This design comes from an exercise in tuning for small area and a short achievable clock period on the open sky130 flow, not from production work.
The RTL was checked by simulation tests, not by an equivalence proof against the original design.
Power figures rest on the tool's default switching activity, not on a simulated workload.

// reg_file_32x32
module reg_file_32x32
#(
  parameter int DATA_W = mips_pkg::REG_DATA_W,
  parameter int ADDR_W = mips_pkg::REG_ADDR_W
) (
  input  logic              clk,
  input  logic              reset_n,
  input  logic              we,
  input  logic [ADDR_W-1:0] waddr,
  input  logic [DATA_W-1:0] wdata,
  input  logic [ADDR_W-1:0] raddr1,
  input  logic [ADDR_W-1:0] raddr2,
  output logic [DATA_W-1:0] rdata1,
  output logic [DATA_W-1:0] rdata2
);
==> flow/config.mk <==
export PLATFORM = sky130hd
export DESIGN_NAME = reg_file_32x32
export DESIGN_NICKNAME = reg_file_32x32
export VERILOG_FILES = /design/flow/design.v
export SDC_FILE = /design/flow/constraint.sdc
export NUM_CORES = 4
export LEC_CHECK = 0
export CAP_MARGIN = 20
export CORE_MARGIN = 2
export CORE_UTILIZATION = 60
export SETUP_SLACK_MARGIN = 1.5
export SLEW_MARGIN = 20
export SYNTH_HIERARCHICAL = 1
==> flow/constraint.sdc <==
create_clock -name core_clock -period 5.5 [get_ports {clk}]
set_input_delay 1.1000 -clock core_clock [delete_from_list [all_inputs] [get_ports {clk}]]
set_output_delay 1.1000 -clock core_clock [all_outputs]
set_load 0.01 [all_outputs]
run.sh (not shown) runs the stock make flow with config.mk's settings and CLKGATE_MAP_FILE= SYNTH_SCRIPT=/design/flow/synth_recipe.tcl, a recipe that flattens the netlist after the stock synthesis.
Rerun with:
CORE_UTILIZATION = 40   (was 60)
SETUP_SLACK_MARGIN = unset   (was 1.5)
The changed run produced a layout that fails on setup timing; critical path depth shrinks by 1; via count shrinks by 6.8%; power shrinks by 1.0%; cell area shrinks by 3.1%; synthesized cell count is unchanged; wire length shrinks by 9.9%; non-clock buffer count shrinks by 14; clock-buffer cell count shrinks by 10; core utilization shrinks by 29 points.

* * *

## build 35
The RTL this note starts from:
==> flow/design.v <==
package mips_pkg;
  localparam int REG_ADDR_W = 5;
  localparam int REG_DATA_W = 32;
  typedef logic [REG_ADDR_W-1:0] reg_addr_t;
  typedef logic [REG_DATA_W-1:0] word_t;
  localparam reg_addr_t REG_ZERO = 5'd0;
  function automatic word_t word_mux2(input logic sel, input word_t a, input word_t b);
    word_mux2 = sel ? b : a;
  endfunction
endpackage
module reg_word
#(
  parameter int DATA_W = mips_pkg::REG_DATA_W
) (
  input  logic              clk,
  input  logic              en,
  input  logic [DATA_W-1:0] d,
  output logic [DATA_W-1:0] q
);
  logic [DATA_W-1:0] q_q;
  always_ff @(posedge clk) begin
    if (en) begin
      q_q <= d;
    end
  end
  assign q = q_q;
endmodule
module rf_or8 (
  input  logic [7:0] sel,
  input  logic [7:0] d,
  output logic       y
);
  assign y = |(sel & d);
endmodule
module rf_nor2 (
  input  logic a, b,
  output logic y
);
  assign y = ~(a | b);
endmodule
module rf_nand2 (
  input  logic a, b,
  output logic y
);
  assign y = ~(a & b);
endmodule
module rf_and3 (
  input  logic a, b, c,
  output logic y
);
  assign y = a & b & c;
endmodule
module rf_nand3 (
  input  logic a, b, c,
  output logic y
);
  assign y = ~(a & b & c);
endmodule
module rf_write_decode (
  input  logic        we,
  input  logic [4:0]  waddr,
  output logic [31:1] wen,
  output logic [31:1] wen_n
);
  logic [3:0] lo;
  logic [7:0] hi;
  always_comb begin
    for (int j = 0; j < 4; j++) lo[j] = (waddr[1:0] == 2'(j));
    for (int j = 0; j < 8; j++) hi[j] = (waddr[4:2] == 3'(j));
  end
  for (genvar i = 1; i < 32; i++) begin : g_wen
    rf_and3  u_wen   (.a(we), .b(lo[i % 4]), .c(hi[i / 4]), .y(wen[i]));
    rf_nand3 u_wen_n (.a(we), .b(lo[i % 4]), .c(hi[i / 4]), .y(wen_n[i]));
  end
endmodule
module rf_and4 (
  input  logic a, b, c, d,
  output logic y
);
  assign y = a & b & c & d;
endmodule
module rf_read_decode (
  input  logic        reset_n,
  input  logic        we,
  input  logic [4:0]  waddr,
  input  logic [4:0]  raddr,
  input  logic [31:1] valid,
  input  logic [31:1] wen_n,
  output logic [31:0] sel
);
  logic [3:0] lo;
  logic [7:0] hi;
  always_comb begin
    for (int j = 0; j < 4; j++) lo[j] = (raddr[1:0] == 2'(j));
    for (int j = 0; j < 8; j++) hi[j] = (raddr[4:2] == 3'(j));
  end
  assign sel[0] = reset_n && we && (waddr == raddr) && (raddr != 5'd0);
  for (genvar i = 1; i < 32; i++) begin : g_sel
    rf_and4 u_sel (
      .a (lo[i % 4]),
      .b (hi[i / 4]),
      .c (valid[i]),
      .d (wen_n[i]),
      .y (sel[i])
    );
  end
endmodule
module rf_read_bit (
  input  logic [31:0] sel,
  input  logic [31:0] d,
  output logic        q
);
  logic [3:0]  u;
  logic [1:0]  v;
  for (genvar k = 0; k < 4; k++) begin : g_u
    rf_or8 u_u (.sel(sel[8*k+7:8*k]), .d(d[8*k+7:8*k]), .y(u[k]));
  end
  for (genvar k = 0; k < 2; k++) begin : g_v
    rf_nor2 u_v (.a(u[2*k]), .b(u[2*k+1]), .y(v[k]));
  end
  rf_nand2 u_q (.a(v[0]), .b(v[1]), .y(q));
endmodule
module reg_file_32x32
#(
  parameter int DATA_W = mips_pkg::REG_DATA_W,
  parameter int ADDR_W = mips_pkg::REG_ADDR_W
) (
  input  logic              clk,
  input  logic              reset_n,
  input  logic              we,
  input  logic [ADDR_W-1:0] waddr,
  input  logic [DATA_W-1:0] wdata,
  input  logic [ADDR_W-1:0] raddr1,
  input  logic [ADDR_W-1:0] raddr2,
  output logic [DATA_W-1:0] rdata1,
  output logic [DATA_W-1:0] rdata2
);
  mips_pkg::word_t rf [32];
  logic [31:1] wen;
  logic [31:1] wen_n;
  rf_write_decode u_wdec (
    .we    (we),
    .waddr (waddr),
    .wen   (wen),
    .wen_n (wen_n)
  );
  logic [31:1] valid_q;
  always_ff @(posedge clk or negedge reset_n) begin
    if (!reset_n) begin
      valid_q <= '0;
    end else begin
      valid_q <= valid_q | wen;
    end
  end
  assign rf[0] = wdata;
  for (genvar r = 1; r < 32; r++) begin : g_reg
    reg_word #(.DATA_W(DATA_W)) u_reg_word (
      .clk (clk),
      .en  (wen[r]),
      .d   (wdata),
      .q   (rf[r])
    );
  end
  mips_pkg::reg_addr_t ra [2];
  mips_pkg::word_t     rd [2];
  assign ra[0] = raddr1;
  assign ra[1] = raddr2;
  for (genvar p = 0; p < 2; p++) begin : g_port
    for (genvar h = 0; h < 2; h++) begin : g_half
      logic [31:0] sel;
      rf_read_decode u_dec (
        .reset_n (reset_n),
        .we      (we),
        .waddr   (waddr),
        .raddr   (ra[p]),
        .valid   (valid_q),
        .wen_n   (wen_n),
        .sel     (sel)
      );
      for (genvar b = 16*h; b < 16*h + 16; b++) begin : g_bit
        logic [31:0] col;
        for (genvar r = 0; r < 32; r++) begin : g_col
          assign col[r] = rf[r][b];
        end
        rf_read_bit u_bit (
          .sel (sel),
          .d   (col),
          .q   (rd[p][b])
        );
      end
    end
  end
  assign rdata1 = rd[0];
  assign rdata2 = rd[1];
endmodule
==> flow/config.mk <==
export PLATFORM = sky130hd
export DESIGN_NAME = reg_file_32x32
export DESIGN_NICKNAME = reg_file_32x32
export VERILOG_FILES = /design/flow/design.v
export SDC_FILE = /design/flow/constraint.sdc
export NUM_CORES = 4
export LEC_CHECK = 0
export CAP_MARGIN = 20
export CORE_MARGIN = 2
export CORE_UTILIZATION = 50
export CTS_BUF_LIST = sky130_fd_sc_hd__clkbuf_16
export CTS_CLUSTER_DIAMETER = 80
export CTS_CLUSTER_SIZE = 24
export SETUP_SLACK_MARGIN = 0.5
export SLEW_MARGIN = 20
export SYNTH_HIERARCHICAL = 1
==> flow/constraint.sdc <==
create_clock -name core_clock -period 5.5 [get_ports {clk}]
set_input_delay 1.1000 -clock core_clock [delete_from_list [all_inputs] [get_ports {clk}]]
set_output_delay 1.1000 -clock core_clock [all_outputs]
set_load 0.01 [all_outputs]
standard.sh (not shown) runs the stock make flow with config.mk's settings and CLKGATE_MAP_FILE= SYNTH_SCRIPT=/design/flow/synth_recipe.tcl, a recipe that flattens the netlist after the stock synthesis.
==> flow/flow/run.sh <==
#!/bin/bash
# Layout flow: the standard flow, run unchanged for synthesis, then with
# the port buffers given an explicit cell (instead of the resizer's pick of a
# delay cell) and sizing free to change a cell's footprint.
set -euo pipefail
bash standard.sh synth > synth.log 2>&1
bash standard.sh MATCH_CELL_FOOTPRINT=0 \
  "BUFFER_PORTS_ARGS=-buffer_cell sky130_fd_sc_hd__buf_2" \
  finish > layout.log 2>&1
Build 35 reached the final stage; the timing, DRC and antenna checks on its layout passed.
#### Input delta (build 52 over build 35)
Settings: SETUP_SLACK_MARGIN now 1.5, was 0.5.
[summary]
Build 52 finished all stages; the layout is clean. Compared to build 35, build 52 has global-route usage 2.1 points higher. STATUS setup slack: build 52 wins against build 35. Build 52 vs build 35: non-clock buffer count up by more than half. From build 35 to build 52 the numbers moved as follows: clock skew stayed essentially flat; final period utilization shrank by 14 points; multi-input gate area in the final layout +about 17%; total detailed-routing wirelength went up 17000 um.
Setup changes, build 52 to build 60
Settings: a change of SETUP_SLACK_MARGIN from 1.5 to 1.0.
### Flow results
From build 52 to build 60, number of buffers on the longest clock path did not move at all. On proportion of cell area occupied by multi-input gates: build 60 sits below build 52. Build 60 improves on build 52 in total power consumption of the routed design. Comparing build 52 against build 60, there is no change at all in post-synthesis register bit count. The final design instance area without fill of build 60 was superior to that of build 52. Layout net count for build 60: 211 down relative to build 52. Relative to build 52, maximum frequency from static timing analysis has gone down in build 60. Combined buffer and inverter count along the critical path came out lower on build 60 than on build 52.

* * *

## job 1935
RTL: the design.v shown in full above, as it stands there.
Settings: LEC_CHECK=0, CAP_MARGIN=20, CORE_MARGIN=2, CORE_UTILIZATION=50, CTS_BUF_LIST=sky130_fd_sc_hd__clkbuf_16, CTS_CLUSTER_DIAMETER=80, CTS_CLUSTER_SIZE=24, PLACE_DENSITY=0.75, SETUP_SLACK_MARGIN=1.5, SLEW_MARGIN=20, SYNTH_HIERARCHICAL=1; clock period 5.5 ns.
Scripts as last shown in full above: flow/flow/run.sh
The inputs of job 6753 differ from those of job 1935 as listed below.
- a change of CORE_UTILIZATION from 50 to 55
- a deleted PLACE_DENSITY that had been 0.75
[summary]
- Looking at job 6753 and job 1935, the synthesized area is a wash.
- Summary of job 6753 over job 1935: all-layer global routing usage went up by 4.7 points, worst setup margin went up by 0.056 ns, total power was more or less identical, average cell area after synthesis was more or less identical, global-route track usage on met2 went up by 4.7 points.
#### Input delta (job 1920 over job 6753)
- a change of CORE_UTILIZATION from 55 to 50
- a change of SETUP_SLACK_MARGIN from 1.5 to 1.2
Results
Summary of job 1920 over job 6753: clock network fraction of design power has increased; detailed-route vias per instance has decreased. In the reports for job 1920 and job 6753, the smaller layout filler cell count belongs to job 6753. The instance area at placement was comparable across job 1920 and job 6753. Wire length after detailed routing is higher on job 6753.
Relative to job 1920, the following input files were edited for job 2783:
- a change of SETUP_SLACK_MARGIN from 1.2 to 0.75
--- outcome ---
- Lower top fanout value on the critical path among job 1920 and job 2783: job 2783
- Going from job 1920 to job 2783, final cycle utilization of the critical path saw an increase; sum of internal, switching and leakage power saw a decrease; final cell area excluding filler cells saw a decrease.

* * *

reg_file_32x32, a different RTL version from the one above (not shown whole).
Size: about 2800 cells after synthesis, about 110 I/O pins, about 0.042 mm² of cells after synthesis.
clock: 5.5 ns
lec_check: 0
cap_margin: 20
core_margin: 2
core_utilization: 60
setup_slack_margin: 1.5
slew_margin: 20
synth_hierarchical: 1
run.sh (not shown) runs the stock make flow with config.mk's settings and CLKGATE_MAP_FILE= SYNTH_SCRIPT=/design/flow/synth_recipe.tcl, a recipe that flattens the netlist after the stock synthesis.
Stock flow here: none of the scripts above is used.
The first run completed with no timing, DRC or antenna violations.
Edit:
==> flow/flow/run.sh (new file) <==
#!/bin/bash
# Layout flow: the standard flow, run unchanged for synthesis, then with
# the port buffers given an explicit cell (instead of the resizer's pick of a
# delay cell) and sizing free to change a cell's footprint.
set -euo pipefail
bash standard.sh synth > synth.log 2>&1
bash standard.sh MATCH_CELL_FOOTPRINT=0 \
  "BUFFER_PORTS_ARGS=-buffer_cell sky130_fd_sc_hd__buf_2" \
  finish > layout.log 2>&1
==> flow/standard.sh (new file) <==
#!/bin/bash
# synth_recipe.tcl (not shown) runs the flow's synth.tcl, then flattens the netlist and writes it again
# the make line also repeats each setting of config.mk as NAME=value (left out here)
make -C /OpenROAD-flow-scripts/flow DESIGN_CONFIG=/design/flow/config.mk WORK_HOME=/design/flow/orfs CLKGATE_MAP_FILE= SYNTH_SCRIPT=/design/flow/synth_recipe.tcl "${@:-finish}"
--- a/flow/config.mk
+++ b/flow/config.mk
@@ -8,5 +8,8 @@
 export CAP_MARGIN = 20
 export CORE_MARGIN = 2
-export CORE_UTILIZATION = 60
+export CORE_UTILIZATION = 50
+export CTS_BUF_LIST = sky130_fd_sc_hd__clkbuf_16
+export CTS_CLUSTER_DIAMETER = 100
+export CTS_CLUSTER_SIZE = 30
 export SETUP_SLACK_MARGIN = 1.5
 export SLEW_MARGIN = 20
removed: flow/run.sh
The new run produced a clean layout.
Cell area is lower by 5.6%.
Via count came out lower by 5.9%.
Routed wire length falls by 4.8%.
Utilization fell by 17 points.
Clock-buffer cell count shrinks by 79.
Cell count goes down by 0.85%.
Global-route usage drops by 8.7 points.
Clock power shrinks by 45%.
Total power went down by 19%.
Edit:
--- a/flow/config.mk
+++ b/flow/config.mk
@@ -9,7 +9,5 @@
 export CORE_MARGIN = 2
 export CORE_UTILIZATION = 50
-export CTS_BUF_LIST = sky130_fd_sc_hd__clkbuf_16
-export CTS_CLUSTER_DIAMETER = 100
-export CTS_CLUSTER_SIZE = 30
+export CTS_BUF_LIST = sky130_fd_sc_hd__clkbuf_8
 export SETUP_SLACK_MARGIN = 1.5
 export SLEW_MARGIN = 20
Effect: The new run finished with timing, DRC and antenna clean; worst setup slack gains 0.062 ns; global-route usage drops by 0.64 points; synthesized cell count stays the same; routed wire length went up by 1.4%; utilization rises by 1.9 points; non-clock buffer count decreases by 36.

-- what the ideal ports hide --
How much do the figures lean on ideal ports? The routed layouts below were timed once more, with nothing changed but the port constraints.
Step 1: set_driving_cell puts a clkbuf_16 on clk and a buf_2 on each other input, an assumption about the parent block.
Step 2 times the ports against the registers' clock, not the clock port: input delays grow and output delays shrink by t, the midpoint of the rising clock arrivals with the driver on.
Slacks: no drivers / after step 1 / after step 2; pairs: no drivers / after step 1.
run | shift t [ns] | setup slack, ns | clock arrival spread, ns | worst data-port slew with drivers (ns)
the first run of note 1 | 0.756 | 0.562 / 0.510 / 0.510 | 0.030 / 0.031 | 0.20
the second run of note 1 | 0.745 | -0.031 / -0.054 / -0.054 | 0.050 / 0.050 | 0.14
build 35 | 0.708 | 0.422 / 0.378 / 0.378 | 0.035 / 0.035 | 0.10
build 52 | 0.712 | 1.175 / 1.021 / 1.021 | 0.030 / 0.031 | 0.23
build 60 | 0.708 | 0.952 / 0.889 / 0.889 | 0.031 / 0.031 | 0.10
job 1935 | 0.705 | 1.121 / 0.998 / 0.998 | 0.038 / 0.038 | 0.27
job 6753 | 0.731 | 1.177 / 1.016 / 1.016 | 0.041 / 0.042 | 0.21
job 1920 | 0.709 | 1.151 / 1.081 / 1.081 | 0.032 / 0.032 | 0.10
job 2783 | 0.706 | 0.700 / 0.663 / 0.663 | 0.033 / 0.033 | 0.10
the first run of note 4 | 0.769 | 0.786 / 0.742 / 0.742 | 0.030 / 0.030 | 0.10
the second run of note 4 | 0.706 | 1.070 / 0.978 / 0.978 | 0.042 / 0.042 | 0.14
the third run of note 4 | 0.929 | 1.132 / 1.011 / 1.011 | 0.062 / 0.062 | 0.19
For job 6753, which loses most, drivers alone change the setup slack by -0.161 ns; drivers and shift together by -0.161 ns.
